Context: an optimization exercise on an open-source flow, tuned for small area. The choices shown serve that exercise and are no tape-out recipe. The RTL was checked by simulation tests, not by an equivalence proof against the original design. No activity file was given, so power comes from the tool's default toggle rates.

fjord:
==> flow/design.v <==
module arp_ctrl #(
    parameter logic [31:0] P_RETRY_CYCLES = 32'd1000,
    parameter int unsigned P_MAX_RETRY    = 3
) (
    input  logic        i_clk,
    input  logic        i_rst,
    input  logic [47:0] i_rx_mac,
    input  logic [31:0] i_rx_ip,
    input  logic        i_rx_valid,
    input  logic        i_trig_reply,
    input  logic [31:0] i_lookup_ip,
    input  logic        i_lookup_valid,
    output logic        o_lookup_ready,
    output logic [47:0] o_lookup_mac,
    output logic        o_lookup_done,
    output logic        o_lookup_fail,
    output logic        o_tx_valid,
    input  logic        i_tx_ready,
    output logic [15:0] o_tx_op,
    output logic [31:0] o_tx_dst_ip,
    output logic [47:0] o_tx_dst_mac
);
    function automatic int unsigned f_bits(input logic [32:0] n);
        int unsigned b;
        b = 1;
        for (int unsigned k = 1; k < 33; k = k + 1)
            if ((33'd1 << k) < n) b = k + 1;
        f_bits = b;
    endfunction
    localparam int unsigned LP_ENTRIES = 4;
    localparam int unsigned LP_IP_W    = 32;
    localparam int unsigned LP_MAC_W   = 48;
    localparam int unsigned LP_TMR_W   = f_bits({1'b0, P_RETRY_CYCLES});
    localparam int unsigned LP_RTY_W   = f_bits(33'(P_MAX_RETRY) + 33'd1);
    localparam logic [3:0] S_IDLE  = 4'b0000;
    localparam logic [3:0] S_CHECK = 4'b0001;
    localparam logic [3:0] S_WAIT  = 4'b0010;
    localparam logic [3:0] S_INIT  = 4'b0011;   
    localparam logic [3:0] S_DONE  = 4'b0100;
    localparam logic [3:0] S_FAIL  = 4'b0101;
    localparam logic [3:0] S_REQ   = 4'b1000;
    localparam logic [3:0] S_RPL   = 4'b1100;   
    logic [3:0]            r_state;
    logic                  r_pend;      
    logic [1:0]            r_ptr;
    logic                  r_full;
    logic [LP_IP_W-1:0]    r_cache_ip  [LP_ENTRIES];
    logic [LP_MAC_W-1:0]   r_cache_mac [LP_ENTRIES];
    logic [LP_IP_W-1:0]    r_ip;
    logic [LP_TMR_W-1:0]   r_timer;
    logic [LP_RTY_W-1:0]   r_retry;
    logic [LP_IP_W-1:0]    r_rpl_ip;
    logic [LP_MAC_W-1:0]   r_rpl_mac;
    logic [LP_IP_W-1:0]    r_tx_ip;
    logic [LP_MAC_W-1:0]   r_tx_mac;
    logic                  w_idle, w_check, w_wait, w_req, w_rpl, w_tx;
    logic [LP_ENTRIES-1:0] w_v;
    logic [LP_ENTRIES-1:0] w_rx_eq;
    logic                  w_rx_hit;
    logic [LP_ENTRIES-1:0] w_we;
    logic [LP_ENTRIES-1:0] w_chk_eq;
    logic                  w_chk_hit;
    logic [LP_MAC_W-1:0]   w_chk_mac;
    logic                  w_rsp_match;
    logic                  w_timeout;
    logic                  w_retry_left;
    logic                  w_go_rpl;
    logic [3:0]            w_state_nx;
    assign w_idle  = (r_state == S_IDLE);
    assign w_check = (r_state == S_CHECK);
    assign w_wait  = (r_state == S_WAIT);
    assign w_tx    = r_state[3];
    assign w_req   = r_state[3] && !r_state[2];
    assign w_rpl   = r_state[3] && r_state[2];
    assign w_v[0] = r_full || (r_ptr != 2'd0);
    assign w_v[1] = r_full || r_ptr[1];
    assign w_v[2] = r_full || (r_ptr == 2'd3);
    assign w_v[3] = r_full;
    always_comb begin
        w_chk_mac = '0;
        for (int unsigned i = 0; i < LP_ENTRIES; i++) begin
            w_rx_eq[i]  = w_v[i] && (r_cache_ip[i] == i_rx_ip);
            w_chk_eq[i] = w_v[i] && (r_cache_ip[i] == r_ip);
            if (w_chk_eq[i]) w_chk_mac = w_chk_mac | r_cache_mac[i];
        end
        w_rx_hit  = |w_rx_eq;
        w_chk_hit = |w_chk_eq;
        for (int unsigned i = 0; i < LP_ENTRIES; i++)
            w_we[i] = i_rx_valid && (w_rx_eq[i] || (!w_rx_hit && (r_ptr == 2'(i))));
    end
    assign w_rsp_match  = i_rx_valid && (i_rx_ip == r_ip);
    assign w_timeout    = (r_timer == LP_TMR_W'(P_RETRY_CYCLES - 32'd1));
    assign w_retry_left = (r_retry < LP_RTY_W'(P_MAX_RETRY));
    assign w_go_rpl     = r_pend && (w_idle || w_check || (w_wait && !w_rsp_match));
    always_comb begin
        w_state_nx = r_state;
        if (w_go_rpl) begin
            w_state_nx = S_RPL | r_state;
        end else if (w_tx) begin
            if (i_tx_ready) w_state_nx = w_rpl ? {2'b00, r_state[1:0]} : S_WAIT;
        end else begin
            case (r_state)
                S_IDLE:  if (i_lookup_valid) w_state_nx = S_CHECK;
                S_CHECK: w_state_nx = (w_rsp_match || w_chk_hit) ? S_DONE : S_REQ;
                S_WAIT:  begin
                    if (w_rsp_match)    w_state_nx = S_DONE;
                    else if (w_timeout) w_state_nx = w_retry_left ? S_REQ : S_FAIL;
                end
                default: w_state_nx = S_IDLE;
            endcase
        end
    end
    always_ff @(posedge i_clk or posedge i_rst) begin
        if (i_rst) begin
            r_state <= S_INIT;
            r_pend  <= 1'b0;
            r_ptr   <= '0;
            r_full  <= 1'b0;
        end else begin
            r_state <= w_state_nx;
            r_pend  <= w_go_rpl ? i_trig_reply : (r_pend || i_trig_reply);
            if (i_rx_valid && !w_rx_hit) begin
                r_ptr <= r_ptr + 2'd1;
                if (r_ptr == 2'd3) r_full <= 1'b1;
            end
        end
    end
    always_ff @(posedge i_clk) begin
        for (int unsigned i = 0; i < LP_ENTRIES; i++) begin
            if (w_we[i]) begin
                r_cache_ip[i]  <= i_rx_ip;
                r_cache_mac[i] <= i_rx_mac;
            end
        end
        if (i_trig_reply) begin
            r_rpl_ip  <= i_rx_ip;
            r_rpl_mac <= i_rx_mac;
        end
        if (w_idle) r_ip <= i_lookup_ip;
        if (w_check) r_retry <= '0;
        else if (w_req && i_tx_ready) r_retry <= r_retry + LP_RTY_W'(1);
        if (w_req) r_timer <= '0;
        else if (w_wait && !r_pend) r_timer <= r_timer + LP_TMR_W'(1);
        if (!w_tx) begin
            r_tx_ip <= r_rpl_ip;
            if (w_go_rpl) r_tx_mac <= r_rpl_mac;
            else if (w_rsp_match) r_tx_mac <= i_rx_mac;
            else if (w_chk_hit && w_check) r_tx_mac <= w_chk_mac;
            else r_tx_mac <= '1;
        end
    end
    assign o_lookup_ready = w_idle && !r_pend;
    assign o_lookup_done  = (r_state == S_DONE);
    assign o_lookup_fail  = (r_state == S_FAIL);
    assign o_lookup_mac   = r_tx_mac;
    assign o_tx_valid     = w_tx;
    assign o_tx_op        = {14'd0, r_state[2], !r_state[2]};
    assign o_tx_dst_ip    = r_state[2] ? r_tx_ip : r_ip;
    assign o_tx_dst_mac   = r_tx_mac;
endmodule
Settings: LEC_CHECK=0, CAP_MARGIN=20, CORE_MARGIN=2, CORE_UTILIZATION=65, SLEW_MARGIN=20; clock period 5.0 ns.
standard.sh (not shown) runs the stock make flow with config.mk's settings and CLKGATE_MAP_FILE= SYNTH_SCRIPT=/design/flow/synth_recipe.tcl, a recipe that flattens the netlist after the stock synthesis.
==> flow/flow/run.sh <==
#!/bin/bash
# Standard ORFS layout (the standard.sh), with two changes:
#  - port buffers use the smallest buffer cell (buf_1) instead of the default pick;
#  - clock tree synthesis uses clkbuf_4 cells in small clusters and no dummy loads.
set -e
export BUFFER_PORTS_ARGS="-buffer_cell sky130_fd_sc_hd__buf_1"
export CTS_ARGS="-sink_clustering_enable -repair_clock_nets -dont_use_dummy_load -buf_list sky130_fd_sc_hd__clkbuf_16 -sink_clustering_size 30 -sink_clustering_max_diameter 60"
bash standard.sh > standard.log 2>&1
[inputs] quartz vs fjord
- CORE_UTILIZATION now 40, was 65
==> flow/flow/run.sh <==
#!/bin/bash
# Standard ORFS layout, with port buffers of the smallest buffer cell and
# clock tree synthesis with small clock buffers and without dummy loads.
set -e
export BUFFER_PORTS_ARGS="-buffer_cell sky130_fd_sc_hd__buf_1"
export CTS_ARGS="-sink_clustering_enable -repair_clock_nets -dont_use_dummy_load -buf_list sky130_fd_sc_hd__clkbuf_4 -sink_clustering_size 10 -sink_clustering_max_diameter 40"
bash standard.sh > standard.log 2>&1
Results
Summary — delay of the slowest cell on the worst path, quartz relative to fjord: higher, by 450 ps. Summary of quartz over fjord: sequential-cell power consumption +about 0.6%, via count of the first global-routing pass +3.4%. In quartz, area added between synthesis and finish is higher than in fjord. Maximum frequency, quartz vs fjord: up by a few percent. Relative to fjord, the post-layout total power of quartz is lower by about 3%.
What pepper does differently from quartz at the input level:
- changing CORE_UTILIZATION from 40 to 65
-- flow/flow/run.sh --
<<< quartz, line 1
#!/bin/bash
# Standard ORFS layout, with port buffers of the smallest buffer cell and
# clock tree synthesis with small clock buffers and without dummy loads.
set -e
>>> pepper, line 1
#!/bin/bash
# Standard ORFS layout (the standard.sh), with two changes:
#  - port buffers use the smallest buffer cell (buf_1) instead of the default pick;
#  - clock tree synthesis uses clkbuf_4 cells in small clusters and no dummy loads.
set -e
- Looking at net switching power of the design across pepper and quartz, the one that comes out lower is pepper.
- Effective utilization at floorplan, pepper and quartz, lower one = quartz.
- Number of cell rows ends up lower on pepper.
- Compared with quartz, pepper shows area growth from synthesis to layout lower by 2.1 points.
- Against quartz as the reference, pepper delivers a higher per-cell routed wire length.
- Both conditions hold for pepper: the flow ran to the end and the final layout passed the timing, design-rule and antenna checks.
- Maximum clock frequency: pepper vs quartz — no meaningful difference
- The source of the critical timing path comes out i_rx_ip[29] in one run and r_state[2] in the other, namely in pepper and quartz respectively.
- On final worst-path setup slack, pepper and quartz are basically level.
- Global-route usage for pepper: 10 points up relative to quartz
- Compared with quartz, pepper shows a lower final area.


== run A ==
RTL: the design.v shown in full above, as it stands there.
clock: 5.0 ns
lec_check: 0
cap_margin: 20
core_margin: 2
core_utilization: 65
slew_margin: 20
==> flow/flow/run.sh <==
#!/bin/bash
# Standard ORFS layout (the standard.sh), with two changes:
#  - port buffers use the smallest buffer cell (buf_1) instead of the default pick;
#  - clock tree synthesis uses clkbuf_4 cells in small clusters and no dummy loads.
set -e
export BUFFER_PORTS_ARGS="-buffer_cell sky130_fd_sc_hd__buf_1"
export CTS_ARGS="-sink_clustering_enable -repair_clock_nets -dont_use_dummy_load -buf_list sky130_fd_sc_hd__clkbuf_4 -sink_clustering_size 10 -sink_clustering_max_diameter 80"
bash standard.sh > standard.log 2>&1
Edits applied to the flow inputs when going from run A to run B:
# run A
export LEC_CHECK = 0
export CAP_MARGIN = 20
export CORE_MARGIN = 2
export CORE_UTILIZATION = 65
export SLEW_MARGIN = 20
create_clock -name core_clock -period 5.0 [get_ports {i_clk}]
# run B
export LEC_CHECK = 0
export CAP_MARGIN = 0
export CORE_MARGIN = 2
export CORE_UTILIZATION = 65
export SLEW_MARGIN = 0
create_clock -name core_clock -period 5.0 [get_ports {i_clk}]
==> flow/flow/run.sh <==
#!/bin/bash
# Standard ORFS layout (the standard.sh), with two changes:
#  - port buffers use the smallest buffer cell (buf_1) instead of the default pick;
#  - clock tree synthesis uses clkbuf_4 cells in small clusters and no dummy loads.
set -e
export BUFFER_PORTS_ARGS="-buffer_cell sky130_fd_sc_hd__buf_1"
export CTS_ARGS="-sink_clustering_enable -repair_clock_nets -dont_use_dummy_load -buf_list sky130_fd_sc_hd__clkbuf_4 -sink_clustering_size 10 -sink_clustering_max_diameter 40"
bash standard.sh > standard.log 2>&1
Notes after the runs:
Per the comparison of run B with run A, setup slack saw a decrease; number of antenna violations at the first check in global routing saw a decrease; area overhead of the layout relative to synthesis saw an increase. Run B gives more total power than run A did. Between run B and run A, the clock-buffer cell count is higher for run B.
What run C does differently from run B at the input level:
# run B
export LEC_CHECK = 0
export CAP_MARGIN = 0
export CORE_MARGIN = 2
export CORE_UTILIZATION = 65
export SLEW_MARGIN = 0
create_clock -name core_clock -period 5.0 [get_ports {i_clk}]
# run C
export LEC_CHECK = 0
export CAP_MARGIN = 20
export CORE_MARGIN = 2
export CORE_UTILIZATION = 65
export GPL_TIMING_DRIVEN = 0
export SLEW_MARGIN = 20
create_clock -name core_clock -period 5.0 [get_ports {i_clk}]
diff --git a/flow/flow/run.sh b/flow/flow/run.sh
--- a/flow/flow/run.sh
+++ b/flow/flow/run.sh
@@ -6,2 +6,3 @@
 export BUFFER_PORTS_ARGS="-buffer_cell sky130_fd_sc_hd__buf_1"
+export REMOVE_ABC_BUFFERS=1
 export CTS_ARGS="-sink_clustering_enable -repair_clock_nets -dont_use_dummy_load -buf_list sky130_fd_sc_hd__clkbuf_4 -sink_clustering_size 10 -sink_clustering_max_diameter 40"
## What came out
- Between run C and run B, the share of total power in the clock network does not differ in any meaningful way.
- Run C: done, clean on timing, DRC and antenna
- Diff run C and run B: post-synthesis to final-layout area growth lower in run B
- Minimum clock period: run C worse than run B
- Re path length in cells of the critical path: run C and run B aren't equal, and the higher value belongs to run C.
- In the metrics for run C and run B, the one carrying the higher multi-input gate area in the final layout is run C.
- Diff run B -> run C | cell area after placement | up slightly
[inputs] run D vs run C
# run C
export LEC_CHECK = 0
export CAP_MARGIN = 20
export CORE_MARGIN = 2
export CORE_UTILIZATION = 65
export GPL_TIMING_DRIVEN = 0
export SLEW_MARGIN = 20
create_clock -name core_clock -period 5.0 [get_ports {i_clk}]
# run D
export LEC_CHECK = 0
export CAP_MARGIN = 20
export CORE_MARGIN = 2
export CORE_UTILIZATION = 40
export SLEW_MARGIN = 20
create_clock -name core_clock -period 5.0 [get_ports {i_clk}]
==> flow/run.sh (new file) <==
#!/bin/bash
# synth_recipe.tcl (not shown) runs the flow's synth.tcl, then flattens the netlist and writes it again
# the make line also repeats each setting of config.mk as NAME=value (left out here)
make -C /OpenROAD-flow-scripts/flow DESIGN_CONFIG=/design/flow/config.mk WORK_HOME=/design/flow/orfs CLKGATE_MAP_FILE= SYNTH_SCRIPT=/design/flow/synth_recipe.tcl finish
removed: flow/flow/run.sh
removed: flow/standard.sh
Findings:
Run D | status: complete | timing, DRC, antenna: pass
Compared with run C, in run D number of inserted diodes saw a decrease, worst setup slack picked up an extra 0.29 ns, maximum frequency grew by about 7%, final wirelength climbed 16%, horizontal extent of the die now sits higher.
Against run C as the reference, run D delivers a higher post-layout total power.
When run D is measured against run C, its number of cell instances on the worst register-to-register path turns out 3 lower.
For run C, the destination of the critical timing path was r_cache_mac[3][16], unlike run D, where it was r_cache_mac[1][44].
Looking at top fanout value on the critical path across run C and run D, the one that comes out lower is run D.
### run D -> run E
# run D
export LEC_CHECK = 0
export CAP_MARGIN = 20
export CORE_MARGIN = 2
export CORE_UTILIZATION = 40
export SLEW_MARGIN = 20
create_clock -name core_clock -period 5.0 [get_ports {i_clk}]
# run E
export LEC_CHECK = 0
export CAP_MARGIN = 20
export CORE_MARGIN = 2
export CORE_UTILIZATION = 65
export SLEW_MARGIN = 20
create_clock -name core_clock -period 5.0 [get_ports {i_clk}]
==> flow/flow/run.sh (new file) <==
#!/bin/bash
# Standard ORFS layout (the standard.sh), with these changes:
#  - port buffers use the smallest buffer cell (buf_1) instead of the default pick;
#  - clock tree synthesis uses clkbuf_4 cells in clusters of at most 9 sinks
#    and no dummy loads;
#  - the single tie-low cell from synthesis is kept instead of one per output.
set -e
export BUFFER_PORTS_ARGS="-buffer_cell sky130_fd_sc_hd__buf_1"
export SKIP_REPAIR_TIE_FANOUT=1
export CTS_ARGS="-sink_clustering_enable -repair_clock_nets -dont_use_dummy_load -buf_list sky130_fd_sc_hd__clkbuf_4 -sink_clustering_size 9 -sink_clustering_max_diameter 80"
bash standard.sh > standard.log 2>&1
==> flow/standard.sh (new file) <==
#!/bin/bash
# synth_recipe.tcl (not shown) runs the flow's synth.tcl, then flattens the netlist and writes it again
# the make line also repeats each setting of config.mk as NAME=value (left out here)
make -C /OpenROAD-flow-scripts/flow DESIGN_CONFIG=/design/flow/config.mk WORK_HOME=/design/flow/orfs CLKGATE_MAP_FILE= SYNTH_SCRIPT=/design/flow/synth_recipe.tcl "${@:-finish}"
removed: flow/run.sh
==> comparison <==
- The worst slack on hold paths reported for run E is smaller than that of run D by 0.18 ns.
- Estimated wirelength of the detail-placed design came out lower on run E than on run D.
- Tap cell count (run E / run D): 0.61
- Relative to run D, the register share of total power of run E is higher by 11 points.
- Diff run D -> run E: setup skew after layout went up by 0.015 ns, final period demand of the worst path has decreased, critical-path maximum fanout increased 17, clock buffer count in the final layout increased by 5 relative to the old numbers.
- Critical path depth (run E over run D): increase, 1

==> separate check: timing with driven ports <==
No port has a modelled driver above. Below, the same layouts with a new extraction and two added sets of constraints. Step 1 assumes that a clkbuf_16 drives the clock port and a buf_2 every other input. Step 2, shift: input delay + t, output delay - t, t = (earliest + latest rising clock arrival at the registers) / 2. This alone moves slack from input paths to output paths. Three values: ideal, step 1, step 2; two values: the first two.
run	shift t [ns]	slack for setup (ns)	worst setup path at the end
fjord	0.566	1.167 / 1.190 / 0.624	input to register
quartz	0.868	1.374 / 1.314 / 0.571	input to register
pepper	0.793	1.376 / 1.365 / 0.602	input to register
run A	0.879	1.340 / 1.285 / 0.669	input to register
run B	0.801	1.330 / 1.330 / 0.551	input to register
run C	0.775	0.676 / 0.699 / -0.076	input to register
run D	0.673	0.965 / 1.005 / 0.332	input to register
run E	0.809	1.300 / 1.328 / 0.519	input to register
Met with ideal ports but missed after step 2: setup timing in run C. For quartz, which loses most, drivers alone change the setup slack by -0.060 ns; drivers and shift together by -0.803 ns.
